Background: an optimization exercise with open tools, aiming at small area. Do not read the settings as production practice. Only simulation tests tie the RTL to the original design; equivalence was not proved. Power figures rest on the tool's default switching activity, not on a simulated workload.

==> flow/design.v <==
`default_nettype none
package roverPkg;
	localparam int FarThreshold = 25;
	localparam int CloseThreshold = 250;
endpackage
`default_nettype wire
`timescale 1ns/1ps
`default_nettype none
module beaconChannel (
	input wire logic clock,
	input wire logic arstN,
	input wire logic sensor,
	input wire logic freeze,       
	input wire logic push,         
	input wire logic ringFull,     
	output logic isClose,
	output logic isFar
);
	logic [1:0] syncQ;
	logic accepted;
	logic [2:0] run;              
	logic levelChange;
	logic changeQ;
	logic countChange;
	logic sumChange;
	logic [7:0] count;
	logic [55:0] ring;
	logic [7:0] oldest;
	logic [10:0] sum;             
	assign levelChange = run[2] & run[0];
	always_ff @(posedge clock or negedge arstN) begin
		if (!arstN) begin
			syncQ <= '0;
			accepted <= 1'b0;
			run <= '0;
		end else begin
			syncQ <= {syncQ[0], sensor};
			accepted <= accepted ^ levelChange;
			if (levelChange) begin
				run <= {2'b00, syncQ[1] == accepted};
			end else if (syncQ[1] != accepted) begin
				run <= run + 1'b1;
			end else begin
				run <= '0;
			end
		end
	end
	always_ff @(posedge clock) begin
		changeQ <= levelChange;
	end
	assign countChange = levelChange && !freeze;
	always_ff @(posedge clock or negedge arstN) begin
		if (!arstN) begin
			count <= '0;
		end else if (push) begin
			count <= {7'd0, changeQ | levelChange};
		end else begin
			count <= count + countChange;
		end
	end
	always_ff @(posedge clock) begin
		ring <= {ring[54:0], ring[55]};
		if (push) begin
			ring[55:49] <= count[6:0];
			ring[0] <= count[7];
		end
	end
	assign oldest = (push && ringFull) ? ring[55:48] : 8'd0;
	assign sumChange = push ? (changeQ | levelChange) : countChange;
	always_ff @(posedge clock or negedge arstN) begin
		if (!arstN) begin
			sum <= '0;
		end else begin
			sum <= sum + sumChange - oldest;
		end
	end
	always_ff @(posedge clock or negedge arstN) begin
		if (!arstN) begin
			isClose <= 1'b0;
			isFar <= 1'b0;
		end else if (push) begin
			isClose <= (sum >= 11'(roverPkg::CloseThreshold));
			isFar <= (sum > 11'(roverPkg::FarThreshold)) &&
				(sum < 11'(roverPkg::CloseThreshold));
		end
	end
endmodule
`default_nettype wire
`timescale 1ns/1ps
`default_nettype none
module fireSequencer (
	input wire logic clock,
	input wire logic arstN,
	input wire logic closeLeft,
	input wire logic closeRight,
	output logic fireLeft,
	output logic fireRight
);
	localparam logic [14:0] FireSeed = 15'h5130;
	logic [14:0] hold;
	logic side;                   
	logic lowBits;
	logic idle;
	logic start;
	logic feedback;
	assign lowBits = |hold[13:0];
	assign idle = !hold[14] && !lowBits;
	assign start = idle && (closeLeft || closeRight);
	assign feedback = (hold[14] ^ hold[13]) && lowBits;
	always_ff @(posedge clock or negedge arstN) begin
		if (!arstN) begin
			hold <= '0;
		end else begin
			hold <= {hold[13:0], feedback} | (start ? FireSeed : 15'd0);
		end
	end
	always_ff @(posedge clock) begin
		if (idle) begin
			side <= !closeLeft;
		end
	end
	assign fireLeft = lowBits && !side;
	assign fireRight = lowBits && side;
endmodule
`default_nettype wire
`timescale 1ns/1ps
`default_nettype none
module statusDisplay (
	input wire logic clock,
	input wire logic arstN,
	input wire logic periodEnd,
	input wire logic [7:0] periodCountInc,    
	input wire logic anyClose,
	input wire logic anyFar,
	output logic [6:0] segments,
	output logic [3:0] anodes
);
	logic [3:0] scanPhase;
	logic [1:0] digit;
	logic [1:0] digitQ;
	logic showC;
	logic showF;
	logic scanWrap;
	assign scanWrap = (periodCountInc == {scanPhase, 4'b0000});
	always_ff @(posedge clock or negedge arstN) begin
		if (!arstN) begin
			scanPhase <= '0;
			digit <= '0;
			digitQ <= '0;
			showC <= 1'b0;
			showF <= 1'b0;
		end else begin
			if (periodEnd) begin
				scanPhase <= scanPhase + 4'd3;
			end
			if (scanWrap) begin
				digit <= digit + 1'b1;
			end
			digitQ <= digit;
			showC <= (digit == 2'd0) && anyClose;
			showF <= (digit == 2'd1) && anyFar;
		end
	end
	assign anodes = ~(4'b0001 << digitQ);
	assign segments = {~showF, ~(showC | showF), ~(showC | showF), ~showC,
		1'b1, 1'b1, ~(showC | showF)};
endmodule
`default_nettype wire
`timescale 1ns/1ps
`default_nettype none
module beaconShooter #(
	parameter int WindowCycles = 1000,
	parameter int DebounceDepth = 5,
	parameter logic [20:0] ServoPeriod = 21'd2000,
	parameter logic [20:0] RestWidthLeft = 21'd60,
	parameter logic [20:0] RestWidthRight = 21'd225,
	parameter logic [20:0] FireStep = 21'd55,
	parameter int HoldCycles = 20000,
	parameter int ScanBits = 10
) (
	input wire logic clock,
	input wire logic arstN,
	input wire logic sensorLeft,
	input wire logic sensorRight,
	output logic servoLeft,
	output logic servoRight,
	output logic [6:0] segments,
	output logic [3:0] anodes
);
	logic [10:0] periodCount;
	logic [10:0] periodCountInc;
	logic periodEnd;
	logic afterWindow;
	logic freeze;
	logic push;
	logic [2:0] pushes;           
	logic ringFull;
	logic started;
	assign periodCountInc = periodCount + 1'b1;
	assign periodEnd = (periodCount == 11'(ServoPeriod - 1));
	assign afterWindow = (periodCount[10:1] == 10'd0) ||
		(periodCount[10:1] == 10'(WindowCycles / 2));
	assign freeze = afterWindow && !periodCount[0];
	assign push = afterWindow && periodCount[0];
	assign ringFull = &pushes;
	assign started = pushes[2] | pushes[1];
	always_ff @(posedge clock or negedge arstN) begin
		if (!arstN) begin
			periodCount <= '0;
			pushes <= '0;
		end else begin
			periodCount <= periodEnd ? 11'd0 : periodCountInc;
			if (push && !ringFull) begin
				pushes <= pushes + 1'b1;
			end
		end
	end
	logic closeLeft, farLeft, closeRight, farRight;
	beaconChannel channelLeft (
		.clock(clock),
		.arstN(arstN),
		.sensor(sensorLeft),
		.freeze(freeze),
		.push(push),
		.ringFull(ringFull),
		.isClose(closeLeft),
		.isFar(farLeft)
	);
	beaconChannel channelRight (
		.clock(clock),
		.arstN(arstN),
		.sensor(sensorRight),
		.freeze(freeze),
		.push(push),
		.ringFull(ringFull),
		.isClose(closeRight),
		.isFar(farRight)
	);
	logic fireLeft, fireRight;
	logic fireLeftQ, fireRightQ;
	fireSequencer sequencer (
		.clock(clock),
		.arstN(arstN),
		.closeLeft(closeLeft),
		.closeRight(closeRight),
		.fireLeft(fireLeft),
		.fireRight(fireRight)
	);
	always_ff @(posedge clock or negedge arstN) begin
		if (!arstN) begin
			fireLeftQ <= 1'b0;
			fireRightQ <= 1'b0;
		end else if (periodEnd) begin
			fireLeftQ <= fireLeft;
			fireRightQ <= fireRight;
		end
	end
	assign servoLeft = started && (periodCount <
		(fireLeftQ ? 11'(RestWidthLeft + FireStep) : 11'(RestWidthLeft)));
	assign servoRight = started && (periodCount <
		(fireRightQ ? 11'(RestWidthRight - FireStep) : 11'(RestWidthRight)));
	statusDisplay display (
		.clock(clock),
		.arstN(arstN),
		.periodEnd(periodEnd),
		.periodCountInc(periodCountInc[7:0]),
		.anyClose(closeLeft || closeRight),
		.anyFar(farLeft || farRight),
		.segments(segments),
		.anodes(anodes)
	);
endmodule
`default_nettype wire
==> flow/run.sh <==
#!/bin/bash
# synth_recipe.tcl (not shown) runs the flow's synth.tcl, then flattens the netlist and writes it again
# the make line also repeats each setting of config.mk as NAME=value (left out here)
make -C /OpenROAD-flow-scripts/flow DESIGN_CONFIG=/design/flow/config.mk WORK_HOME=/design/flow/orfs CLKGATE_MAP_FILE= SYNTH_SCRIPT=/design/flow/synth_recipe.tcl finish
==> flow/config.mk <==
export PLATFORM = sky130hd
export DESIGN_NAME = beaconShooter
export DESIGN_NICKNAME = beaconShooter
export VERILOG_FILES = /design/flow/design.v
export SDC_FILE = /design/flow/constraint.sdc
export NUM_CORES = 4
export LEC_CHECK = 0
export CAP_MARGIN = 20
export CORE_MARGIN = 2
export CORE_UTILIZATION = 60
export CTS_BUF_LIST = sky130_fd_sc_hd__clkbuf_8
export SLEW_MARGIN = 20
==> flow/constraint.sdc <==
create_clock -name core_clock -period 10.0 [get_ports {clock}]
set_input_delay 2.0000 -clock core_clock [delete_from_list [all_inputs] [get_ports {clock}]]
set_output_delay 2.0000 -clock core_clock [all_outputs]
set_load 0.01 [all_outputs]
==> flow_metrics.tcl, run 1 <==
set metrics [dict create \
    synth_seq_area_share_pct 60.5 \
    htreeDepth 2 \
    antenna_found_initial 0 \
    placed_area_um2 8000 \
    ctsLongestPathBuffers 3 \
    fp.dieW_um 118 \
    worst_skew_pair.late_latency_ns 0.51 \
    cts_buffers 34 \
    remaining_drc_errors 0 \
    postCtsResizedCells 0 \
    ys_dominant_reg_cell "dfxtp_1" \
    crit_required_ns 8.00 \
    die_height_um 118 \
    floorplan.initialDensity_pct 61.5 \
    syn2layout_area_growth_pct 12.5 \
    synthesis.instances 669 \
    dp_hpwl_um 8190 \
    crit_type "flip-flop to output pin" \
    postSynth.asyncResetShare_pct 45.2 \
    run_status "finished clean" \
    setup-tns-final_ns 0 \
    postSynthAreaPerCell_um2 11.6 \
    synth.ff_latch_count 210 \
    gp_congestion 0.804 \
    clk_pin_slew_ns 0.06 \
    grt_overflow 0 \
    instances_no_fill 901 \
    ir_drop_mv 0.162 \
    nNetsFinal 769 \
    post_synth_num_cell_types 54 \
    tightest_slew_ns 0.901 \
    worstSetupEndpointType "output pin" \
    synth_area_leaders "dfrtp_1, dfxtp_1, ha_1, nand2_1, xnor2_1" \
    io-pin-count 17 \
    critical_path.startpoint_type "flip-flop" \
    num_rows 41 \
    slew_headroom_pct 39.6 \
    coreArea_um2 12600 \
    grt_util_all_layers_pct 19.3 \
    dieArea_um2 13800 \
    synth_edf_count 1 \
    drive_gt1_share_pct 9.33 \
    first_global_vias 4768 \
    detailedRoute.firstPassIterationCount 4 \
    final_period_minus_worst_setup_slack_ns 4.74 \
    grt_pass1_wl_um 21900 \
    final-max-slew-violation-count 0 \
    grt_start_max_net_pins 53 \
    total_leakage_power_nw 4.14 \
    post-route-period-util_pct 47.4 \
    ant_nets 0 \
    post-synth-top-area-fraction_pct 30.7 \
    num_antenna_cells 0 \
    routed-via-count 4564 \
    power_per_unit_of_standard_cell_area_nw_per_um2 266 \
    fillerInstances 959 \
    final.hold.worst_slack_ns 0.318 \
    cp_data_arrival_time_ns 2.74 \
    wl_per_cell_um 13.7 \
    placement.io_buffers 14 \
    drt_iter0_drc 271 \
    syn_area_um2 7750 \
    detail_route.wirelength_um 12300 \
    stdcell_area_um2 8720 \
    synth_warnings 4 \
    via_per_inst 5.07 \
    cts_setup_buffers 0 \
    setup_viol_count_final 0 \
    tritoncts "done" \
    yosys.area.top_type "dfrtp_1" \
    cts_hold_buf 0 \
    timing.fmax_ghz 0.211 \
    drv_cap 0 \
    report.final.hold_viol_count 0 \
    cp_max_fo 7 \
    clk_root_buffer_cell "clkbuf_8" \
    fin_worst_skew_ns 0.0125 \
    setup_repair_after_global_routing_missed_its_margin "no" \
    cts.sinks 210 \
    min_path_type "flip-flop to flip-flop" \
    placed_cells_incl_taps 839 \
]
## report_power, final
group | switching, W | internal (W) | total (W) | leakage (nW)
Combinational | 0.000318 | 0.000279 | 0.000598 | 1.55
Clock | 0.000322 | 0.000432 | 0.000754 | 0.420
Sequential | 0.0000486 | 0.000923 | 0.000971 | 2.17
## worst paths after layout
check | start | end | slack (ns) | cells past startpoint
min | channelLeft.ring[42] | channelLeft.ring[43] | 0.32 | 0
max in group asynchronous | arstN | channelLeft.run[1] | 7.43 | 2
max | periodCount[1] | servoLeft | 5.26 | 7
min in group asynchronous | arstN | sequencer.hold[9] | 1.49 | 1
max reg2reg | periodCount[6] | channelLeft.sum[6] | 5.60 | 16
min reg2reg | channelLeft.ring[42] | channelLeft.ring[43] | 0.32 | 0
## cell type report
type                            instances  area, µm²  area share (%)
Sequential cell                       210       4690            53.8
Inverter                               29        109            1.25
Clock inverter                         24        196            2.25
Tap cell                              172        215            2.47
Clock buffer                           38        523            6.00
Timing Repair Buffer                   16        153            1.75
Multi-Input combinational cell        412       2840            32.5
## registers in the layout, summed over array words and instances, names as in the netlist, 4 cells and up
name	cells
channelLeft.count	8
display.scanPhase	4
channelRight.ring	56
channelLeft.ring	56
channelRight.count	8
channelRight.sum	11
sequencer.hold	15
channelLeft.sum	11
periodCount	11
## synthesized netlist by cell type (2+ instances only)
cell,n
fa_1,2
a21o_1,14
buf_2,6
nand2_1,97
and3_1,9
mux2i_1,4
nor3_1,7
nor3b_1,4
nand2b_1,4
or3_1,3
buf_6,2
xor2_1,25
clkbuf_1,2
a21oi_1,16
and2_1,8
dfxtp_1,114
buf_4,9
nand3b_1,2
or2_2,7
dfrtp_1,95
a31oi_1,2
nor2_1,44
nor4_1,5
mux2_2,3
o21bai_1,3
nor2b_1,5
a21boi_0,2
ha_1,60
o21ai_0,14
nand4_1,4
inv_1,29
o21a_1,2
o211ai_1,5
nand3_1,15
xnor2_1,25
a311oi_1,3
## layer usage
layer	vias to the layer above	track usage [%]	part of all wire (%)
li1	2298	-	-
met1	2162	25.7	47
met4	0	8.51	2.4
met3	28	4.02	4.0
met2	76	30.7	47
met5	-	0	0
## per-stage QoR
stage,total power (W),util (%),worst slack (ns)
floorplan,0.00146,-,6.21
global placement,0.00156,63.4,5.75
detailed placement,0.00158,63.4,5.60
CTS,0.00235,69.1,5.22
global route,0.00249,69.1,5.13
finish,0.00232,69.1,5.26
## critical path: stages, from the launching register on
cell and delay, ns:
dfrtp_1 0.49, ha_1 0.35, a21o_1 0.15, a21o_1 0.16, a21oi_1 0.16, nor2_1 0.07, nor4_1 0.25, clkdlybuf4s50_1 0.59
## cells by family after synthesis
logic type	synth area share, %
simple gates	13.3
flops	60.5
compound gates	6.32
fa+ha+maj	10.2
xor+xnor	5.65
buf+inv	3.05
mux	0.952
other cells	0.0484
## cell usage in the layout, fill, tap and decap left out, types with 15 or more instances in the layout
cell type / instances
nand3_1: 15
clkbuf_8: 38
a21oi_1: 16
nand2_1: 97
xnor2_1: 25
xor2_1: 25
dfxtp_1: 114
ha_1: 60
inv_1: 44
nor2_1: 44
dfrtp_1: 95
==> run 2, diff against run 1 <==
--- a/flow/config.mk
+++ b/flow/config.mk
@@ -8,5 +8,7 @@
 export CAP_MARGIN = 20
 export CORE_MARGIN = 2
 export CORE_UTILIZATION = 60
-export CTS_BUF_LIST = sky130_fd_sc_hd__clkbuf_8
+export CTS_BUF_LIST = sky130_fd_sc_hd__clkbuf_4
+export CTS_CLUSTER_DIAMETER = 40
+export CTS_CLUSTER_SIZE = 10
 export SLEW_MARGIN = 20
==> run 2 against run 1 <==
Effect of this change:
- still clean on timing, DRC and antenna
- non-clock buffer count is the same
- fmax shrank 2.9%
- clock skew grew 0.016 ns
- die area is the same
- final cell count shrank 1.4%
- worst hold slack lost 0.0028 ns
- critical path depth is the same
- flip-flop and latch count is the same
- synthesized cell count is the same
- combinational power is essentially flat
- largest cell class unchanged
==> flow_metrics.tcl, run 2 <==
set metrics [dict create \
    via_per_inst 5.10 \
    slew_headroom_pct 40.1 \
    dp_hpwl_um 8190 \
    placement.io_buffers 14 \
    dominant_combinational_cell_family_by_area_after_synthesis "simple AND/OR/NAND/NOR gates" \
    power.switching_fraction_pct 30.8 \
    ctsLongestPathBuffers 3 \
    regToRegSetupSlack_ns 5.60 \
    num_antenna_cells 0 \
    synth_seq_area_share_pct 60.5 \
    highest_count_cells_in_the_layout_ignoring_fill_and_taps "dfxtp_1, nand2_1, dfrtp_1" \
    grt_start_max_net_pins 53 \
    clk_root_buffer_cell "clkbuf_4" \
    setup_repair_after_global_routing_missed_its_margin "no" \
    min_path_type "flip-flop to flip-flop" \
    final.hold.worst_slack_ns 0.315 \
    floorplan.initialDensity_pct 61.5 \
    synth.ff_latch_count 210 \
    postCtsResizedCells 0 \
    placed_cells_incl_taps 839 \
    nNetsFinal 762 \
    crit-reg2reg-capture "channelLeft.sum[6]" \
    setup-tns-final_ns 0 \
    grt_util_all_layers_pct 18.6 \
    ir_drop_mv 0.136 \
    internal_power_w 0.00144 \
    post-synth-top-area-fraction_pct 30.7 \
    met1Wirelength_um 5710 \
    antenna_found_initial 0 \
    io-pin-count 17 \
    grt_overflow 0 \
    clkPwrFrac_pct 24.9 \
    dieArea_um2 13800 \
    worstSetupEndpointType "output pin" \
    coreArea_um2 12600 \
    htreeDepth 1 \
    post_synth_num_cell_types 54 \
    drv_cap 0 \
    run_status "finished clean" \
    drt_iter0_drc 219 \
    tritoncts "done" \
    synth_edf_count 1 \
    final_period_minus_worst_setup_slack_ns 4.88 \
    cts_setup_buffers 0 \
    post-route-period-util_pct 48.8 \
    synth_area_leaders "dfrtp_1, dfxtp_1, ha_1, nand2_1, xnor2_1" \
    maxUsedRoutingLayer "met4" \
    drive_gt1_share_pct 9.64 \
    detailedRoute.firstPassIterationCount 7 \
    met2RoutedLength_um 5490 \
    final_common_cell "dfxtp_1" \
    post_synthesis_adder_cell_area_fraction_pct 10.2 \
    synthMuxAreaShare_pct 0.952 \
    crit_required_ns 8.00 \
    total_leakage_power_nw 3.95 \
    syn_area_um2 7750 \
    setup_viol_count_final 0 \
    synth-compound-area-share_pct 6.32 \
    crit-reg2reg-launch "periodCount[6]" \
    postSynth.asyncResetShare_pct 45.2 \
    cp_max_fo 7 \
    power.share.combinational_pct 28.7 \
    remaining_drc_errors 0 \
    clk_pin_slew_ns 0.10 \
    gp_congestion 0.804 \
    worst_hold_path.num_cells 0 \
    power_per_unit_of_standard_cell_area_nw_per_um2 248 \
    cts.sinks 210 \
    critical_path.startpoint_type "flip-flop" \
    wl_per_cell_um 13.5 \
    reg_top3 "channelLeft.ring: 56 flops, channelRight.ring: 56 flops, sequencer.hold: 15 flops" \
    final-max-slew-violation-count 0 \
    hold-path-endpoint "channelLeft.ring[21]" \
    report.final.hold_viol_count 0 \
    syn2layout_area_growth_pct 8.44 \
    postSynthAreaPerCell_um2 11.6 \
    grt_pass1_wl_um 21500 \
    ant_nets 0 \
    crit_type "flip-flop to output pin" \
    timing.fmax_ghz 0.205 \
    num_rows 41 \
    cts_hold_buf 0 \
    first_global_vias 4664 \
    routed-via-count 4529 \
    synth_simple_gate_area_share_pct 13.3 \
    net-switching-power_w 0.000641 \
    seqPwrFrac_pct 46.5 \
    post_synth_xor_area_fraction_pct 5.65 \
    yosys-top-cells-count "dfxtp_1, nand2_1, dfrtp_1" \
    tightest_slew_ns 0.894 \
    cts_buffers 27 \
    cp_data_arrival_time_ns 2.88 \
    ff2ff_path_depth 16 \
    fin_worst_skew_ns 0.0282 \
    dominant_cell_by_count_in_the_synthesized_netlist "dfxtp_1" \
    instances_no_fill 888 \
    synth_warnings 4 \
    ys_dominant_reg_cell "dfxtp_1" \
    die_height_um 118 \
    worst_hold_startpoint "channelLeft.ring[20]" \
    met3_wirelength_um 463 \
    synthesis.instances 669 \
    detail_route.wirelength_um 12000 \
    fp.dieW_um 118 \
    worst_skew_pair.late_latency_ns 0.64 \
    yosys.area.top_type "dfrtp_1" \
]
## run 2: cell counts after synthesis
No cell type changed its count.
## run 2: routing by layer
metal  vias up  GRT usage, %
li1       2285             -
met1      2148          24.9
met2        69          30.7
met3        27          4.02
met4         0          5.42
met5         -             0
## run 2: critical path: stages (launching register included)
cell	delay (ns)
dfrtp_1	0.50
ha_1	0.34
a21o_1	0.15
a21o_1	0.16
a21oi_1	0.17
nor2_1	0.08
nor4_1	0.24
clkdlybuf4s50_1	0.59
## run 2: worst max-delay path by stage
stage | slack (ns) | startpoint | to | cells past startpoint
after floorplan | 6.21 | periodCount[6] | channelLeft.sum[9] | 16
after global placement | 5.75 | periodCount[7] | channelLeft.sum[6] | 16
after detailed placement | 5.60 | periodCount[6] | channelLeft.sum[6] | 16
after CTS | 5.05 | periodCount[1] | servoLeft | 7
after global routing | 4.94 | periodCount[1] | servoLeft | 7
final | 5.12 | periodCount[1] | servoLeft | 7
## run 2: kinds of logic (layout without fill, tap and decap cells)
| group | count (synthesis) | count (layout) |
|---|---|---|
| AOI/OAI and AO/OA | 71 | 71 |
| xor gates and xnor gates | 50 | 50 |
| adders and majority gates | 62 | 62 |
| buffers and inverters | 48 | 94 |
| DFF | 210 | 210 |
| muxes | 7 | 7 |
| other | 1 | 2 |
| and+or+nand+nor | 220 | 220 |
## run 2: power by group through the flow
stage               clock network (W)  registers (W)  logic (W)
finish                       0.000518       0.000968   0.000597
global route                 0.000576       0.000979   0.000689
CTS                          0.000534       0.000969   0.000603
detailed placement                  0       0.000988   0.000596
global placement                    0       0.000986   0.000571
floorplan                           0       0.000973   0.000491
## run 2: final cells by class
cell class / count / area (µm²)
repair buffers: 16 / 153
fillers: 1006 / 4210
well taps: 172 / 215
multi-input cells: 412 / 2840
clock buffers: 41 / 308
clock inverters: 8 / 97.6
inverters: 29 / 109
flip-flops and latches: 210 / 4690
## run 2: through the flow
step | util, % | setup slack [ns] | power (W) | instance area [µm²]
after floorplan | - | 6.21 | 0.00146 | 7760
after global placement | 63.4 | 5.75 | 0.00156 | 8000
after detailed placement | 63.4 | 5.60 | 0.00158 | 8000
after CTS | 66.6 | 5.05 | 0.00211 | 8410
after global routing | 66.6 | 4.94 | 0.00224 | 8410
final | 66.6 | 5.12 | 0.00208 | 8410
==> run 3, diff against run 2 <==
--- a/flow/design.v
+++ b/flow/design.v
@@ -2,6 +2,14 @@
 package roverPkg;
 	localparam int FarThreshold = 25;
 	localparam int CloseThreshold = 250;
+	function automatic logic lessThan(input logic [10:0] x, input logic [10:0] k);
+		logic lt;
+		lt = 1'b0;
+		for (int i = 0; i < 11; i++) begin
+			lt = k[i] ? (!x[i] || lt) : (!x[i] && lt);
+		end
+		lessThan = lt;
+	endfunction
 endpackage
 `default_nettype wire
 `timescale 1ns/1ps
@@ -12,6 +20,7 @@
 	input wire logic sensor,
 	input wire logic freeze,       
 	input wire logic push,         
+	input wire logic resume,      
 	input wire logic ringFull,     
 	output logic isClose,
 	output logic isFar
@@ -20,9 +29,8 @@
 	logic accepted;
 	logic [2:0] run;              
 	logic levelChange;
-	logic changeQ;
-	logic countChange;
-	logic sumChange;
+	logic [1:0] changeQ;          
+	logic change;
 	logic [7:0] count;
 	logic [55:0] ring;
 	logic [7:0] oldest;
@@ -46,16 +54,16 @@
 		end
 	end
 	always_ff @(posedge clock) begin
-		changeQ <= levelChange;
-	end
-	assign countChange = levelChange && !freeze;
+		changeQ <= {changeQ[0], levelChange};
+	end
+	assign change = (levelChange && !freeze) || (resume && |changeQ);
 	always_ff @(posedge clock or negedge arstN) begin
 		if (!arstN) begin
 			count <= '0;
 		end else if (push) begin
-			count <= {7'd0, changeQ | levelChange};
-		end else begin
-			count <= count + countChange;
+			count <= '0;
+		end else begin
+			count <= count + change;
 		end
 	end
 	always_ff @(posedge clock) begin
@@ -65,13 +73,12 @@
 			ring[0] <= count[7];
 		end
 	end
-	assign oldest = (push && ringFull) ? ring[55:48] : 8'd0;
-	assign sumChange = push ? (changeQ | levelChange) : countChange;
+	assign oldest = ringFull ? ring[55:48] : 8'd0;
 	always_ff @(posedge clock or negedge arstN) begin
 		if (!arstN) begin
 			sum <= '0;
 		end else begin
-			sum <= sum + sumChange - oldest;
+			sum <= sum + (push ? {3'b111, ~oldest} : 11'd0) + (push | change);
 		end
 	end
 	always_ff @(posedge clock or negedge arstN) begin
@@ -79,9 +86,9 @@
 			isClose <= 1'b0;
 			isFar <= 1'b0;
 		end else if (push) begin
-			isClose <= (sum >= 11'(roverPkg::CloseThreshold));
-			isFar <= (sum > 11'(roverPkg::FarThreshold)) &&
-				(sum < 11'(roverPkg::CloseThreshold));
+			isClose <= !roverPkg::lessThan(sum, 11'(roverPkg::CloseThreshold));
+			isFar <= !roverPkg::lessThan(sum, 11'(roverPkg::FarThreshold + 1)) &&
+				roverPkg::lessThan(sum, 11'(roverPkg::CloseThreshold));
 		end
 	end
 endmodule
@@ -144,7 +151,7 @@
 	assign scanWrap = (periodCountInc == {scanPhase, 4'b0000});
 	always_ff @(posedge clock or negedge arstN) begin
 		if (!arstN) begin
-			scanPhase <= '0;
+			scanPhase <= 4'd3;
 			digit <= '0;
 			digitQ <= '0;
 			showC <= 1'b0;
@@ -187,29 +194,32 @@
 	output logic [6:0] segments,
 	output logic [3:0] anodes
 );
+	localparam logic [10:0] PeriodBase = 11'd48;
 	logic [10:0] periodCount;
-	logic [10:0] periodCountInc;
+	logic [11:0] periodCountInc;
 	logic periodEnd;
-	logic afterWindow;
 	logic freeze;
 	logic push;
+	logic resume;
 	logic [2:0] pushes;           
 	logic ringFull;
 	logic started;
 	assign periodCountInc = periodCount + 1'b1;
-	assign periodEnd = (periodCount == 11'(ServoPeriod - 1));
-	assign afterWindow = (periodCount[10:1] == 10'd0) ||
-		(periodCount[10:1] == 10'(WindowCycles / 2));
-	assign freeze = afterWindow && !periodCount[0];
-	assign push = afterWindow && periodCount[0];
+	assign periodEnd = periodCountInc[11];
+	assign freeze = (periodCount == PeriodBase) ||
+		(periodCount == PeriodBase + 11'(WindowCycles)) || push;
+	assign push = (periodCount == PeriodBase + 11'd1) ||
+		(periodCount == PeriodBase + 11'(WindowCycles + 1));
+	assign resume = (periodCount == PeriodBase + 11'd2) ||
+		(periodCount == PeriodBase + 11'(WindowCycles + 2));
 	assign ringFull = &pushes;
 	assign started = pushes[2] | pushes[1];
 	always_ff @(posedge clock or negedge arstN) begin
 		if (!arstN) begin
-			periodCount <= '0;
+			periodCount <= PeriodBase;
 			pushes <= '0;
 		end else begin
-			periodCount <= periodEnd ? 11'd0 : periodCountInc;
+			periodCount <= periodCountInc[10:0] | (periodEnd ? PeriodBase : 11'd0);
 			if (push && !ringFull) begin
 				pushes <= pushes + 1'b1;
 			end
@@ -222,6 +232,7 @@
 		.sensor(sensorLeft),
 		.freeze(freeze),
 		.push(push),
+		.resume(resume),
 		.ringFull(ringFull),
 		.isClose(closeLeft),
 		.isFar(farLeft)
@@ -232,6 +243,7 @@
 		.sensor(sensorRight),
 		.freeze(freeze),
 		.push(push),
+		.resume(resume),
 		.ringFull(ringFull),
 		.isClose(closeRight),
 		.isFar(farRight)
@@ -255,10 +267,17 @@
 			fireRightQ <= fireRight;
 		end
 	end
-	assign servoLeft = started && (periodCount <
-		(fireLeftQ ? 11'(RestWidthLeft + FireStep) : 11'(RestWidthLeft)));
-	assign servoRight = started && (periodCount <
-		(fireRightQ ? 11'(RestWidthRight - FireStep) : 11'(RestWidthRight)));
+	logic belowFireLeft, belowRestLeft, belowFireRight, belowRestRight;
+	assign belowFireLeft = roverPkg::lessThan(periodCount,
+		PeriodBase + 11'(RestWidthLeft + FireStep));
+	assign belowRestLeft = roverPkg::lessThan(periodCount,
+		PeriodBase + 11'(RestWidthLeft));
+	assign belowFireRight = roverPkg::lessThan(periodCount,
+		PeriodBase + 11'(RestWidthRight - FireStep));
+	assign belowRestRight = roverPkg::lessThan(periodCount,
+		PeriodBase + 11'(RestWidthRight));
+	assign servoLeft = started && (fireLeftQ ? belowFireLeft : belowRestLeft);
+	assign servoRight = started && (fireRightQ ? belowFireRight : belowRestRight);
 	statusDisplay display (
 		.clock(clock),
 		.arstN(arstN),
==> flow/flow/run.sh (new file) <==
#!/bin/bash
# Standard layout, with three changes: CTS without dummy loads and with
# small clock buffers, buffers left by ABC removed at floorplan, and power
# recovery (downsizing of gates with slack to spare) after global routing.
set -e
export CTS_ARGS="-sink_clustering_enable -repair_clock_nets -buf_list sky130_fd_sc_hd__clkbuf_4 -sink_clustering_size 10 -sink_clustering_max_diameter 40 -dont_use_dummy_load"
export REMOVE_ABC_BUFFERS=1
export RECOVER_POWER=100
cp standard.sh out/standard.sh.copy 2>/dev/null || true
bash standard.sh > standard.log 2>&1
==> flow/standard.sh (new file) <==
#!/bin/bash
# synth_recipe.tcl (not shown) runs the flow's synth.tcl, then flattens the netlist and writes it again
# the make line also repeats each setting of config.mk as NAME=value (left out here)
make -C /OpenROAD-flow-scripts/flow DESIGN_CONFIG=/design/flow/config.mk WORK_HOME=/design/flow/orfs CLKGATE_MAP_FILE= SYNTH_SCRIPT=/design/flow/synth_recipe.tcl "${@:-finish}"
removed: flow/run.sh
==> run 3 against run 2 <==
Effect of this change:
- now fails the layout checks on capacitance limit, slew limit
- first-iteration DRC count is 44% higher
- power shrank 33%
- core utilization is 1.7 points lower
- register-to-register slack worse by 1.6 ns
- critical path depth grew 10
- combinational power fell by 82%
- wire length fell by 7.2%
- clock skew is 0.040 ns higher
- critical path type is now flip-flop to flip-flop
==> flow_metrics.tcl, run 3 <==
set metrics [dict create \
    report.final.hold_viol_count 0 \
    final_util_pct 65.0 \
    worst_skew_pair.late_latency_ns 0.63 \
    synth_area_leaders "dfxtp_1, dfrtp_1, ha_1, nand2_1, xnor2_1" \
    first_global_vias 4260 \
    tightest_slew_ns 3.07 \
    final_period_minus_worst_setup_slack_ns 6.03 \
    dieArea_um2 13200 \
    cp_data_arrival_time_ns 6.49 \
    total_leakage_power_nw 3.59 \
    setup.worst_path.start "periodCount[1]" \
    worstSetupEndpointType "flip-flop" \
    remaining_drc_errors 0 \
    ant_nets 0 \
    coreArea_um2 12000 \
    final-max-slew-violation-count 145 \
    synth_seq_area_share_pct 64.3 \
    min_path_type "flip-flop to flip-flop" \
    run_status "failed layout checks" \
    fp.dieW_um 115 \
    highest_count_cells_in_the_layout_ignoring_fill_and_taps "dfxtp_1, dfrtp_1, nand2_1" \
    post-route-period-util_pct 60.3 \
    detail_route.wirelength_um 11100 \
    die_height_um 115 \
    antenna_found_initial 0 \
    postSynth.asyncResetShare_pct 44.8 \
    drt_iter0_drc 315 \
    ctsLongestPathBuffers 3 \
    crit_type "flip-flop to flip-flop" \
    cts.sinks 212 \
    gp_congestion 0.817 \
    yosys.area.top_type "dfxtp_1" \
    synth_edf_count 1 \
    crit-reg2reg-launch "periodCount[1]" \
    grt_overflow 0 \
    io-pin-count 17 \
    failed_checks "capacitance limit, slew limit" \
    total_area_of_sequential_cells_um2 4730 \
    postCtsResizedCells 0 \
    yosys-top-cells-count "dfxtp_1, dfrtp_1, nand2_1" \
    regToRegSetupSlack_ns 3.97 \
    critical_path_depth 17 \
    fin_total_pwr_w 0.00140 \
    multi_input_comb_area_um2 2450 \
    critical_path.cell_chain "inv_1 > ha_1 > or3b_2 > a211o_1 > clkbuf_1 > inv_1 > nor2_1 > a21oi_1 > ha_1 > a21o_1 > fa_1 > a21o_1 > a211oi_1 > nor2_1 > o41ai_1 > o21ai_0 > xnor2_1" \
    post_synth_num_cell_types 57 \
    htreeDepth 1 \
    worst-path-buf-inv 3 \
    cp_max_fo 46 \
    critical-path-top-delay-family "buffers and inverters" \
    num_antenna_cells 0 \
    detailedRoute.firstPassIterationCount 6 \
    clk_root_buffer_cell "clkbuf_4" \
    ys_dominant_reg_cell "dfxtp_1" \
    dp_hpwl_um 7270 \
    power_per_unit_of_standard_cell_area_nw_per_um2 179 \
    final_common_cell "dfxtp_1" \
    timing.fmax_ghz 0.166 \
    postSynthAreaPerCell_um2 11.9 \
    cts_buffers 30 \
    synth.ff_latch_count 212 \
    ff2ff_path_depth 17 \
    tritoncts "done" \
    cts_hold_buf 0 \
    drv_cap 3 \
    grt_pass1_wl_um 19600 \
    cts_setup_buffers 0 \
    grt_start_max_net_pins 58 \
    crit_required_ns 10.47 \
    nNetsFinal 695 \
    wl_per_cell_um 13.9 \
    fin_worst_skew_ns 0.0685 \
    syn_area_um2 7360 \
    slowest_stage_cell_on_the_critical_path "clkbuf_1" \
    dominant_cell_by_count_in_the_synthesized_netlist "dfxtp_1" \
    via_per_inst 5.32 \
    placement.io_buffers 14 \
    fillerInstances 965 \
    floorplan.initialDensity_pct 61.3 \
    crit_path_max_incr_delay_ns 1.36 \
    ir_drop_mv 0.142 \
    synthesis.instances 621 \
    slew_headroom_pct -105 \
    setup_repair_after_global_routing_missed_its_margin "no" \
    setup.worst_path.end "channelLeft.sum[10]" \
    clk_pin_slew_ns 0.10 \
    num_rows 40 \
    crit-reg2reg-capture "channelLeft.sum[10]" \
    final.hold.worst_slack_ns 0.305 \
    drive_gt1_share_pct 7.23 \
    syn2layout_area_growth_pct 6.00 \
    setup-tns-final_ns 0 \
    grt_util_all_layers_pct 18.2 \
    reg_top3 "channelLeft.ring: 56 flops, channelRight.ring: 56 flops, sequencer.hold: 15 flops" \
    routed-via-count 4239 \
    post-synth-top-area-fraction_pct 31.5 \
    setup_viol_count_final 0 \
    critical_path.startpoint_type "flip-flop" \
    synth_warnings 4 \
]
==> run 3: cell families after synthesis <==
group | share of synthesized area (%)
DFF | 64.3
and+or+nand+nor | 11.6
muxes | 0.867
buffers and inverters | 2.19
xor gates and xnor gates | 6.61
AOI/OAI and AO/OA | 7.50
adders and majority gates | 6.83
other | 0.0509
==> run 3: power breakdown <==
group	leakage (nW)	switching (W)	internal [W]
Sequential	2.23	0.0000227	0.000883
Combinational	1.22	0.0000577	0.0000522
Clock	0.138	0.000244	0.000137
Total	3.59	0.000324	0.00107
==> run 3: through the flow <==
step	instance area, µm²	instances	setup slack [ns]
after floorplan	7270	604	5.62
after global placement	7610	767	5.55
after detailed placement	7610	767	5.43
after CTS	7830	797	5.45
after global routing	7800	797	3.24
final	7800	797	3.97
==> run 3: final cells by class <==
cell class	instances	area share (%)
tap	147	2.36
clock buffer	30	2.89
sequential	212	60.7
inverter	18	0.866
multi-input combinational	374	31.4
timing repair buffer	16	1.81
==> run 3: layer usage <==
| layer | track usage [%] | share of wire (%) | vias up |
|---|---|---|---|
| met5 | 0 | 0 | - |
| met4 | 5.62 | 2.1 | 0 |
| met3 | 4.11 | 3.4 | 23 |
| met2 | 28.7 | 46 | 56 |
| met1 | 25.6 | 49 | 2030 |
| li1 | - | - | 2130 |
==> run 3: how the worst min path moves through the flow <==
stage                         start  slack, ns                    to  cells after the start
2_1_floorplan   channelLeft.ring[9]       0.31  channelLeft.ring[10]                      0
3_3_place_gp   channelLeft.ring[25]       0.31  channelLeft.ring[26]                      0
3_5_place_dp   channelLeft.ring[12]       0.31  channelLeft.ring[13]                      0
4_1_cts        channelLeft.ring[34]       0.31  channelLeft.ring[35]                      0
5_1_grt        channelLeft.ring[34]       0.30  channelLeft.ring[35]                      0
6_report       channelLeft.ring[34]       0.31  channelLeft.ring[35]                      0
==> run 4, diff against run 3 <==
==> flow/flow/run.sh (replaced) <==
#!/bin/bash
# Standard layout (standard.sh, standard synthesis) with two changes: CTS
# without dummy loads and with small clock buffers, and the buffers left by
# ABC removed at floorplan. The whole ORFS output goes to standard.log, and
# each step's log stays under orfs/logs.
set -e
export CTS_ARGS="-sink_clustering_enable -repair_clock_nets -buf_list sky130_fd_sc_hd__clkbuf_4 -sink_clustering_size 10 -sink_clustering_max_diameter 40 -dont_use_dummy_load"
export REMOVE_ABC_BUFFERS=1
bash standard.sh > standard.log 2>&1
==> run 4 against run 3 <==
Effect of this change:
- now clean on timing, DRC and antenna
- combinational power hardly changed
- clock power about the same
- sequential power about the same
- via count about the same
- critical path depth fell by 1
- first-iteration DRC count is 2.5% lower
- largest cell class unchanged
==> flow_metrics.tcl, run 4 <==
set metrics [dict create \
    post-synth-top-area-fraction_pct 31.5 \
    critical-path-top-delay-family "compound AO/OA/AOI/OAI gates" \
    dominant_cell_by_count_in_the_synthesized_netlist "dfxtp_1" \
    wl_per_cell_um 14.0 \
    dp_hpwl_um 7270 \
    gp_congestion 0.817 \
    slowest_stage_cell_on_the_critical_path "inv_2" \
    detailedRoute.firstPassIterationCount 6 \
    timing.fmax_ghz 0.222 \
    postCtsResizedCells 0 \
    grt_pass1_wl_um 19600 \
    critical_path.cell_chain "inv_1 > ha_1 > or3b_2 > a211o_1 > buf_4 > inv_2 > a21oi_1 > ha_1 > a21o_1 > fa_1 > a21o_1 > a211oi_1 > nor2_1 > o41ai_1 > o21ai_0 > xnor2_1" \
    ctsLongestPathBuffers 3 \
    yosys.area.top_type "dfxtp_1" \
    tightest_slew_ns 0.736 \
    slew_headroom_pct 50.9 \
    remaining_drc_errors 0 \
    ff2ff_path_depth 16 \
    clk_root_buffer_cell "clkbuf_4" \
    power_per_unit_of_standard_cell_area_nw_per_um2 178 \
    final_period_minus_worst_setup_slack_ns 4.51 \
    htreeDepth 1 \
    worstSetupEndpointType "flip-flop" \
    final_util_pct 65.2 \
    cp_data_arrival_time_ns 4.97 \
    crit_type "flip-flop to flip-flop" \
    setup_repair_after_global_routing_missed_its_margin "no" \
    setup-tns-final_ns 0 \
    syn_area_um2 7360 \
    coreArea_um2 12000 \
    synth_edf_count 1 \
    setup_viol_count_final 0 \
    synth.ff_latch_count 212 \
    synth_warnings 4 \
    antenna_found_initial 0 \
    num_antenna_cells 0 \
    total_leakage_power_nw 3.62 \
    critical_path.startpoint_type "flip-flop" \
    via_per_inst 5.32 \
    ir_drop_mv 0.142 \
    grt_start_max_net_pins 58 \
    drt_iter0_drc 307 \
    fp.dieW_um 115 \
    crit_path_max_incr_delay_ns 0.52 \
    crit-reg2reg-capture "channelLeft.sum[10]" \
    cts_setup_buffers 0 \
    grt_overflow 0 \
    cts.sinks 212 \
    worst-path-buf-inv 3 \
    postSynth.asyncResetShare_pct 44.8 \
    report.final.hold_viol_count 0 \
    worst_hold_path.num_cells 0 \
    ant_nets 0 \
    clk_pin_slew_ns 0.10 \
    post-route-period-util_pct 45.1 \
    highest_count_cells_in_the_layout_ignoring_fill_and_taps "dfxtp_1, dfrtp_1, nand2_1" \
    post_synth_num_cell_types 57 \
    synth_area_leaders "dfxtp_1, dfrtp_1, ha_1, nand2_1, xnor2_1" \
    regToRegSetupSlack_ns 5.49 \
    die_height_um 115 \
    num_rows 40 \
    yosys-top-cells-count "dfxtp_1, dfrtp_1, nand2_1" \
    placement.io_buffers 14 \
    crit-reg2reg-launch "periodCount[1]" \
    postSynthAreaPerCell_um2 11.9 \
    drv_cap 0 \
    syn2layout_area_growth_pct 6.41 \
    final-max-slew-violation-count 0 \
    cp_max_fo 46 \
    synth_seq_area_share_pct 64.3 \
    reg_top3 "channelLeft.ring: 56 flops, channelRight.ring: 56 flops, sequencer.hold: 15 flops" \
    grt_util_all_layers_pct 18.2 \
    crit_required_ns 10.47 \
    worst_hold_startpoint "channelLeft.ring[34]" \
    detail_route.wirelength_um 11100 \
    hold-path-endpoint "channelLeft.ring[35]" \
    first_global_vias 4260 \
    ys_dominant_reg_cell "dfxtp_1" \
    dieArea_um2 13200 \
    routed-via-count 4243 \
    worst_skew_pair.late_latency_ns 0.63 \
    io-pin-count 17 \
    final_common_cell "dfxtp_1" \
    synthesis.instances 621 \
    min_path_type "flip-flop to flip-flop" \
    run_status "finished clean" \
    nNetsFinal 695 \
    cts_hold_buf 0 \
    drive_gt1_share_pct 8.15 \
    fin_worst_skew_ns 0.0696 \
    cts_buffers 30 \
    tritoncts "done" \
    floorplan.initialDensity_pct 61.3 \
]
-- run 4: cell counts after synthesis --
Identical to the previous run, type by type.
-- run 4: how the worst max path moves through the flow --
stage	slack, ns	end	cells after the start	startpoint
3_5_place_dp	5.43	channelLeft.sum[10]	16	periodCount[1]
2_1_floorplan	5.62	channelRight.sum[10]	16	periodCount[1]
6_report	5.49	channelLeft.sum[10]	16	periodCount[1]
4_1_cts	5.45	channelLeft.sum[10]	16	periodCount[1]
5_1_grt	5.08	channelLeft.sum[10]	16	periodCount[1]
3_3_place_gp	5.55	channelLeft.sum[10]	16	periodCount[1]
-- run 4: final cells by class --
| class | instances | area [µm²] |
|---|---|---|
| multi-input cells | 374 | 2470 |
| inverters | 18 | 67.6 |
| flip-flops and latches | 212 | 4730 |
| fillers | 958 | 4180 |
| repair buffers | 16 | 153 |
| clock buffers | 30 | 225 |
| well taps | 147 | 184 |
-- run 4: layer usage --
metal | up-vias | share of wire [%] | track usage (%)
met3 | 24 | 3.9 | 4.11
met4 | 0 | 2.2 | 5.62
met1 | 2019 | 48 | 25.6
met5 | - | 0 | 0
li1 | 2132 | - | -
met2 | 68 | 45 | 28.7
-- run 4: cell families (layout without fill, tap and decap cells) --
kind of cell | count (synthesis) | count (layout) | share of synthesized area [%]
DFF | 212 | 212 | 64.3
and+or+nand+nor | 189 | 189 | 11.6
AOI/OAI and AO/OA | 84 | 84 | 7.50
xor gates and xnor gates | 54 | 54 | 6.61
adders and majority gates | 39 | 39 | 6.83
buffers and inverters | 36 | 64 | 2.19
muxes | 6 | 6 | 0.867
other | 1 | 2 | 0.0509
-- run 4: power by group --
| part | switching [W] | internal, W | total, W |
|---|---|---|---|
| Clock | 0.000244 | 0.000137 | 0.000381 |
| Combinational | 0.0000579 | 0.0000530 | 0.000111 |
| Sequential | 0.0000226 | 0.000883 | 0.000905 |
| Total | 0.000324 | 0.00107 | 0.00140 |
-- run 4: through the flow --
stage                     hold slack (ns)  power (W)  area [µm²]  std cells  setup WS [ns]
after floorplan                     0.310    0.00101        7270        604           5.62
after global placement              0.310    0.00103        7610        767           5.55
after detailed placement            0.312    0.00104        7610        767           5.43
after CTS                           0.313    0.00142        7830        797           5.45
after global routing                0.299    0.00148        7830        797           5.08
final                               0.306    0.00140        7830        797           5.49
==> run 5, diff against run 4 <==
==> flow/run.sh (new file) <==
#!/bin/bash
# synth_recipe.tcl (not shown) runs the flow's synth.tcl, then flattens the netlist and writes it again
# the make line also repeats each setting of config.mk as NAME=value (left out here)
make -C /OpenROAD-flow-scripts/flow DESIGN_CONFIG=/design/flow/config.mk WORK_HOME=/design/flow/orfs CLKGATE_MAP_FILE= SYNTH_SCRIPT=/design/flow/synth_recipe.tcl finish
removed: flow/flow/run.sh
removed: flow/standard.sh
==> run 5 against run 4 <==
Effect of this change:
- core utilization is 1.6 points higher
- via count is 1.6% higher
- register-to-register slack worse by 0.10 ns
- combinational power hardly changed
- design area is 2.5% higher
- first-iteration DRC count is 36% lower
- synthesized area stayed put
- critical path depth stayed put
- critical path type unchanged
==> flow_metrics.tcl, run 5 <==
set metrics [dict create \
    synth.ff_latch_count 212 \
    cts_buffers 27 \
    yosys-top-cells-count "dfxtp_1, dfrtp_1, nand2_1" \
    power_per_unit_of_standard_cell_area_nw_per_um2 193 \
    detailedRoute.firstPassIterationCount 4 \
    final_period_minus_worst_setup_slack_ns 4.61 \
    report.final.hold_viol_count 0 \
    crit_type "flip-flop to flip-flop" \
    placed_cells_incl_taps 767 \
    placement.io_buffers 14 \
    cts_hold_buf 0 \
    ir_drop_mv 0.137 \
    final_common_cell "dfxtp_1" \
    run_status "finished clean" \
    num_antenna_cells 0 \
    die_height_um 115 \
    ant_nets 0 \
    fin_worst_skew_ns 0.0201 \
    via_per_inst 5.28 \
    post_synth_num_cell_types 57 \
    grt_start_max_net_pins 51 \
    worstSetupEndpointType "flip-flop" \
    postCtsResizedCells 0 \
    cp_max_fo 46 \
    grt_overflow 0 \
    min_path_type "flip-flop to flip-flop" \
    fp.dieW_um 115 \
    synth_seq_area_share_pct 64.3 \
    cp_data_arrival_time_ns 5.12 \
    yosys.area.top_type "dfxtp_1" \
    drive_gt1_share_pct 10.6 \
    synth_edf_count 1 \
    htreeDepth 1 \
    nNetsFinal 692 \
    cts_setup_buffers 0 \
    post-route-period-util_pct 46.1 \
    setup_repair_after_global_routing_missed_its_margin "no" \
    drv_cap 0 \
    synth_area_leaders "dfxtp_1, dfrtp_1, ha_1, nand2_1, xnor2_1" \
    postSynth.asyncResetShare_pct 44.8 \
    highest_count_cells_in_the_layout_ignoring_fill_and_taps "dfxtp_1, dfrtp_1, nand2_1" \
    final-max-slew-violation-count 0 \
    detail_route.wirelength_um 11300 \
    tritoncts "done" \
    ys_dominant_reg_cell "dfxtp_1" \
    dominant_cell_by_count_in_the_synthesized_netlist "dfxtp_1" \
    tightest_slew_ns 0.786 \
    num_rows 40 \
    crit_required_ns 10.51 \
    slew_headroom_pct 47.6 \
    floorplan.initialDensity_pct 61.3 \
    clk_pin_slew_ns 0.11 \
    stdcell_area_um2 8030 \
    coreArea_um2 12000 \
    fin_total_pwr_w 0.00155 \
    clk_root_buffer_cell "clkbuf_4" \
    post-synth-top-area-fraction_pct 31.5 \
    setup_viol_count_final 0 \
    grt_pass1_wl_um 19900 \
    cts.sinks 212 \
    wl_per_cell_um 13.8 \
    io-pin-count 17 \
    synthesis.instances 621 \
    timing.fmax_ghz 0.217 \
    first_global_vias 4351 \
    remaining_drc_errors 0 \
    dp_hpwl_um 7540 \
    drt_iter0_drc 197 \
    antenna_found_initial 0 \
    setup-tns-final_ns 0 \
    gp_congestion 0.935 \
    syn2layout_area_growth_pct 9.03 \
    total_leakage_power_nw 3.73 \
    ctsLongestPathBuffers 3 \
    critical_path.startpoint_type "flip-flop" \
    postSynthAreaPerCell_um2 11.9 \
    dieArea_um2 13200 \
    synth_warnings 4 \
    routed-via-count 4311 \
    worst_skew_pair.late_latency_ns 0.62 \
    placed_area_um2 7610 \
    instances_no_fill 816 \
    grt_util_all_layers_pct 18.5 \
    syn_area_um2 7360 \
    reg_top3 "channelLeft.ring: 56 flops, channelRight.ring: 56 flops, sequencer.hold: 15 flops" \
]
[run 5: path summary, 6_finish.rpt]
| path | startpoint | to | slack (ns) | cells after the start |
|---|---|---|---|---|
| min in group asynchronous | arstN | periodCount[10] | 1.39 | 1 |
| min | channelLeft.ring[45] | channelLeft.ring[46] | 0.32 | 0 |
| max in group asynchronous | arstN | channelRight.sum[9] | 7.60 | 2 |
| max | periodCount[1] | channelLeft.sum[10] | 5.39 | 16 |
| max reg2reg | periodCount[1] | channelLeft.sum[10] | 5.39 | 16 |
| min reg2reg | channelLeft.ring[45] | channelLeft.ring[46] | 0.32 | 0 |
[run 5: cell type report]
type / instances / area (µm²)
clock inverters: 9 / 118
multi-input cells: 374 / 2470
inverters: 18 / 67.6
clock buffers: 40 / 300
well taps: 147 / 184
flip-flops and latches: 212 / 4730
repair buffers: 16 / 153
fillers: 946 / 3990
[run 5: cell families after synthesis]
kind of cell / Yosys count / synth area share (%)
AO/OA/AOI/OAI: 84 / 7.50
multiplexers: 6 / 0.867
buffers and inverters: 36 / 2.19
adder cells (fa/ha/maj): 39 / 6.83
AND/OR/NAND/NOR: 189 / 11.6
flip-flops: 212 / 64.3
XOR/XNOR: 54 / 6.61
other: 1 / 0.0509
[run 5: metal layers]
layer,track usage [%],vias up,routed length [µm]
met5,0,-,0
met2,29.1,77,5060
met4,6.02,0,254
met3,3.80,30,415
li1,-,2147,-
met1,26.3,2057,5560
[run 5: through the flow]
stage                     util (%)  worst slack [ns]  hold WS [ns]
final                         66.8              5.39         0.319
after global routing          66.8              5.11         0.320
after CTS                     66.8              5.35         0.317
after detailed placement      63.3              5.40         0.312
after global placement        63.3              5.56         0.310
after floorplan                  -              5.95         0.310
[run 5: where the power goes]
part / switching (W) / leakage, nW / internal [W]
Clock: 0.000266 / 0.248 / 0.000263
Combinational: 0.0000595 / 1.25 / 0.0000535
Sequential: 0.0000236 / 2.23 / 0.000882
[run 5: worst max-delay path: stages (launching register included)]
cell and delay [ns]:
dfrtp_1 0.45, inv_1 0.11, ha_1 0.18, or3b_2 0.44, a211o_1 0.27, buf_4 0.27, inv_2 0.54, a21oi_1 0.15
ha_1 0.24, a21o_1 0.17, fa_1 0.40, a21o_1 0.19, a211oi_1 0.23, nor2_1 0.09, o41ai_1 0.41, o21ai_0 0.19
xnor2_1 0.15
==> run 6, diff against run 5 <==
--- a/flow/design.v
+++ b/flow/design.v
@@ -10,6 +10,28 @@
 		end
 		lessThan = lt;
 	endfunction
+	function automatic logic [10:0] rippleAdd(input logic [10:0] a,
+			input logic [10:0] b, input logic cin);
+		logic carry;
+		logic [10:0] total;
+		carry = cin;
+		for (int i = 0; i < 11; i++) begin
+			total[i] = a[i] ^ b[i] ^ carry;
+			carry = (a[i] & b[i]) | (carry & (a[i] ^ b[i]));
+		end
+		rippleAdd = total;
+	endfunction
+	function automatic logic [10:0] rippleInc(input logic [10:0] a,
+			input logic inc);
+		logic carry;
+		logic [10:0] total;
+		carry = inc;
+		for (int i = 0; i < 11; i++) begin
+			total[i] = a[i] ^ carry;
+			carry = a[i] & carry;
+		end
+		rippleInc = total;
+	endfunction
 endpackage
 `default_nettype wire
 `timescale 1ns/1ps
@@ -35,6 +57,8 @@
 	logic [55:0] ring;
 	logic [7:0] oldest;
 	logic [10:0] sum;             
+	logic [10:0] countNext;
+	logic [10:0] sumNext;
 	assign levelChange = run[2] & run[0];
 	always_ff @(posedge clock or negedge arstN) begin
 		if (!arstN) begin
@@ -57,13 +81,12 @@
 		changeQ <= {changeQ[0], levelChange};
 	end
 	assign change = (levelChange && !freeze) || (resume && |changeQ);
-	always_ff @(posedge clock or negedge arstN) begin
-		if (!arstN) begin
-			count <= '0;
-		end else if (push) begin
+	assign countNext = roverPkg::rippleInc({3'b000, count}, change);
+	always_ff @(posedge clock) begin
+		if (push) begin
 			count <= '0;
 		end else begin
-			count <= count + change;
+			count <= countNext[7:0];
 		end
 	end
 	always_ff @(posedge clock) begin
@@ -74,11 +97,13 @@
 		end
 	end
 	assign oldest = ringFull ? ring[55:48] : 8'd0;
+	assign sumNext = roverPkg::rippleAdd(sum,
+		push ? {3'b111, ~oldest} : 11'd0, push | change);
 	always_ff @(posedge clock or negedge arstN) begin
 		if (!arstN) begin
 			sum <= '0;
 		end else begin
-			sum <= sum + (push ? {3'b111, ~oldest} : 11'd0) + (push | change);
+			sum <= sumNext;
 		end
 	end
 	always_ff @(posedge clock or negedge arstN) begin
@@ -201,10 +226,10 @@
 	logic freeze;
 	logic push;
 	logic resume;
-	logic [2:0] pushes;           
+	logic [3:0] pushes;           
 	logic ringFull;
 	logic started;
-	assign periodCountInc = periodCount + 1'b1;
+	assign periodCountInc = {&periodCount, roverPkg::rippleInc(periodCount, 1'b1)};
 	assign periodEnd = periodCountInc[11];
 	assign freeze = (periodCount == PeriodBase) ||
 		(periodCount == PeriodBase + 11'(WindowCycles)) || push;
@@ -212,8 +237,8 @@
 		(periodCount == PeriodBase + 11'(WindowCycles + 1));
 	assign resume = (periodCount == PeriodBase + 11'd2) ||
 		(periodCount == PeriodBase + 11'(WindowCycles + 2));
-	assign ringFull = &pushes;
-	assign started = pushes[2] | pushes[1];
+	assign ringFull = pushes[3];
+	assign started = |pushes[3:1];
 	always_ff @(posedge clock or negedge arstN) begin
 		if (!arstN) begin
 			periodCount <= PeriodBase;
@@ -258,11 +283,8 @@
 		.fireLeft(fireLeft),
 		.fireRight(fireRight)
 	);
-	always_ff @(posedge clock or negedge arstN) begin
-		if (!arstN) begin
-			fireLeftQ <= 1'b0;
-			fireRightQ <= 1'b0;
-		end else if (periodEnd) begin
+	always_ff @(posedge clock) begin
+		if (periodEnd) begin
 			fireLeftQ <= fireLeft;
 			fireRightQ <= fireRight;
 		end
==> flow/flow/run.sh (new file) <==
#!/bin/bash
# Standard layout (standard.sh, standard synthesis) with two changes: CTS
# without dummy loads and with small clock buffers, and the buffers left by
# ABC removed at floorplan. The whole ORFS output goes to standard.log, and
# each step's log stays under orfs/logs.
set -e
export CTS_ARGS="-sink_clustering_enable -repair_clock_nets -buf_list sky130_fd_sc_hd__clkbuf_4 -sink_clustering_size 10 -sink_clustering_max_diameter 40 -dont_use_dummy_load"
export REMOVE_ABC_BUFFERS=1
bash standard.sh > standard.log 2>&1
==> flow/standard.sh (new file) <==
#!/bin/bash
# synth_recipe.tcl (not shown) runs the flow's synth.tcl, then flattens the netlist and writes it again
# the make line also repeats each setting of config.mk as NAME=value (left out here)
make -C /OpenROAD-flow-scripts/flow DESIGN_CONFIG=/design/flow/config.mk WORK_HOME=/design/flow/orfs CLKGATE_MAP_FILE= SYNTH_SCRIPT=/design/flow/synth_recipe.tcl "${@:-finish}"
removed: flow/run.sh
==> run 6 against run 5 <==
Effect of this change:
- design area shrank 7.2%
- sequential share of layout area up 4.0 points
- register-to-register slack worse by 1.5 ns
- fmax shrank 25%
- worst hold slack got worse by 0.028 ns
- synthesized area decreased by 4.8%
- die area is 4.7% lower
- flip-flop and latch count increased by 1
- wire length fell by 15%
- non-clock buffer count decreased by 1
- sequential power about the same
- critical endpoint is now channelRight.sum[9]
- largest cell class unchanged
- largest power group unchanged
- highest routed layer unchanged
==> flow_metrics.tcl, run 6 <==
set metrics [dict create \
    dieArea_um2 12600 \
    drive_gt1_share_pct 13.1 \
    detailedRoute.firstPassIterationCount 4 \
    highest_count_cells_in_the_layout_ignoring_fill_and_taps "dfxtp_1, dfrtp_1, ha_1" \
    dominant_cell_by_count_in_the_synthesized_netlist "dfxtp_1" \
    final_period_minus_worst_setup_slack_ns 6.12 \
    ctsLongestPathBuffers 3 \
    clk_root_buffer_cell "clkbuf_4" \
    antenna_found_initial 0 \
    dp_slack_ns 3.82 \
    reg_top3 "channelLeft.ring: 56 flops, channelRight.ring: 56 flops, sequencer.hold: 15 flops" \
    die_height_um 112 \
    regToRegSetupSlack_ns 3.88 \
    cts.sinks 213 \
    htreeDepth 1 \
    timing.fmax_ghz 0.163 \
    tritoncts "done" \
    fp.dieW_um 112 \
    synth.ff_latch_count 213 \
    clk_pin_slew_ns 0.09 \
    grt_overflow 0 \
    cp_data_arrival_time_ns 6.68 \
    setup_viol_count_final 0 \
    postCtsResizedCells 0 \
    synthesis.instances 488 \
    grt_pass1_wl_um 17300 \
    post_synthesis_adder_cell_area_fraction_pct 11.8 \
    nNetsFinal 578 \
    floorplan.initialDensity_pct 61.3 \
    num_rows 39 \
    critical_path.startpoint_type "flip-flop" \
    postSynthAreaPerCell_um2 14.4 \
    synth_simple_gate_area_share_pct 7.27 \
    via_per_inst 5.19 \
    placement.io_buffers 14 \
    dp_hpwl_um 6160 \
    num_antenna_cells 0 \
    gp_congestion 0.861 \
    dominant_combinational_cell_family_by_area_after_synthesis "adder cells" \
    crit_required_ns 10.55 \
    ant_nets 0 \
    ys_dominant_reg_cell "dfxtp_1" \
    worst_skew_pair.late_latency_ns 0.63 \
    fin_worst_skew_ns 0.0718 \
    postSynth.asyncResetShare_pct 36.6 \
    setup-tns-final_ns 0 \
    synthMuxAreaShare_pct 4.06 \
    syn_area_um2 7000 \
    cts_setup_buffers 0 \
    total_leakage_power_nw 3.40 \
    drv_cap 0 \
    min_path_type "flip-flop to flip-flop" \
    synth_area_leaders "dfxtp_1, dfrtp_1, ha_1, fa_1, mux2_2" \
    cp_max_fo 7 \
    first_global_vias 3601 \
    slew_headroom_pct 35.2 \
    ir_drop_mv 0.162 \
    worstSetupEndpointType "flip-flop" \
    fin_total_pwr_w 0.00133 \
    post_synth_xor_area_fraction_pct 2.75 \
    syn2layout_area_growth_pct 6.34 \
    synth-compound-area-share_pct 4.38 \
    setup_repair_after_global_routing_missed_its_margin "no" \
    cts_hold_buf 0 \
    crit_type "flip-flop to flip-flop" \
    grt_util_all_layers_pct 16.9 \
    fillerInstances 884 \
    final-max-slew-violation-count 0 \
    grt_start_max_net_pins 79 \
    final_common_cell "dfxtp_1" \
    drt_iter0_drc 148 \
    yosys-top-cells-count "dfxtp_1, dfrtp_1, ha_1" \
    final_util_pct 65.2 \
    wl_per_cell_um 14.5 \
    tightest_slew_ns 0.972 \
    report.final.hold_viol_count 0 \
    synth_seq_area_share_pct 67.0 \
    synth_edf_count 3 \
    run_status "finished clean" \
    detail_route.wirelength_um 9570 \
    cts_buffers 27 \
    synth_warnings 4 \
    remaining_drc_errors 0 \
    total_area_of_sequential_cells_um2 4690 \
    post-route-period-util_pct 61.2 \
    io-pin-count 17 \
    post_synth_num_cell_types 48 \
    power_per_unit_of_standard_cell_area_nw_per_um2 178 \
    multi_input_comb_area_um2 2130 \
    routed-via-count 3430 \
    post-synth-top-area-fraction_pct 37.7 \
    finalWorstSetupSlack_ns 3.88 \
    coreArea_um2 11400 \
    yosys.area.top_type "dfxtp_1" \
]
==> run 6: power breakdown <==
part	switching (W)	internal (W)	leakage [nW]
Clock	0.000246	0.000124	0.124
Sequential	0.0000193	0.000885	2.14
Combinational	0.0000274	0.0000247	1.13
==> run 6: path summary, 6_finish.rpt <==
kind | start | endpoint | cells past startpoint
max | periodCount[3] | channelRight.sum[9] | 16
min | channelLeft.ring[9] | channelLeft.ring[10] | 0
max reg2reg | periodCount[3] | channelRight.sum[9] | 16
min reg2reg | channelLeft.ring[9] | channelLeft.ring[10] | 0
max in group asynchronous | arstN | display.scanPhase[3] | 1
min in group asynchronous | arstN | channelLeft.sum[0] | 1
==> run 6: critical path, stage by stage, from the launching register on <==
cell,delay (ns)
dfrtp_1,0.45
or4_4,0.59
or3_4,0.41
a2111oi_4,0.37
o22ai_1,0.14
fa_1,0.43
fa_1,0.42
fa_1,0.42
fa_1,0.42
fa_1,0.42
fa_1,0.42
fa_1,0.42
fa_1,0.40
inv_1,0.09
fa_1,0.19
fa_1,0.43
inv_1,0.06
==> run 6: cell type report <==
cell class,instances,share of cell area [%]
clock buffer,27,2.72
inverter,26,1.31
sequential,213,63.0
multi-input combinational,237,28.7
timing repair buffer,15,1.95
tap,143,2.40
==> run 6: through the flow <==
step / cells / hold WS, ns / instance area, µm²
after floorplan: 476 / 0.310 / 6910
after detailed placement: 634 / 0.313 / 7250
after CTS: 661 / 0.293 / 7450
after global placement: 634 / 0.311 / 7250
after global routing: 661 / 0.295 / 7450
final: 661 / 0.292 / 7450
==> run 6: logic make-up (layout without fill, tap and decap cells) <==
logic type      after synthesis  in the layout
xor+xnor                     22             22
other cells                   1              2
compound gates               46             46
buf+inv                      39             68
fa+ha+maj                    54             54
mux                          25             25
flops                       213            213
simple gates                 88             88
==> run 6: metal layers <==
metal	GRT usage [%]	wire length (µm)	part of all wire (%)
met1	24.6	4600	48
met2	25.1	4280	45
met3	4.37	385	4.0
met4	5.85	295	3.1
met5	0	0	0

==> afterwards: timing with drivers on the ports <==
In the flow no input, the clock included, has a driving cell. The finished layouts below were timed again as built, in two steps. Step 1: set_driving_cell puts a clkbuf_16 on clock and a buf_2 on each other input, an assumption about the parent block. Step 2 times the ports against the registers' clock, not the clock port: input delays grow and output delays shrink by t, the midpoint of the rising clock arrivals with the driver on. a / b / c = ideal / step 1 / step 2; a / b = the first two.
| run | shift t [ns] | slack for setup (ns) | cell pins on the clock port's net |
|---|---|---|---|
| run 1 | 0.542 | 5.258 / 5.222 / 5.598 | 1 |
| run 2 | 0.659 | 5.115 / 5.082 / 5.596 | 1 |
| run 3 | 0.633 | 3.973 / 3.973 / 3.658 | 1 |
| run 4 | 0.630 | 5.493 / 5.493 / 5.493 | 1 |
| run 5 | 0.641 | 5.389 / 5.389 / 5.389 | 1 |
| run 6 | 0.626 | 3.878 / 3.878 / 3.878 | 1 |
The setup slack of run 3, which loses most, moves by 0.000 ns with the drivers and by -0.315 ns with both steps. The worst setup slack also covers recovery checks on asynchronous resets.
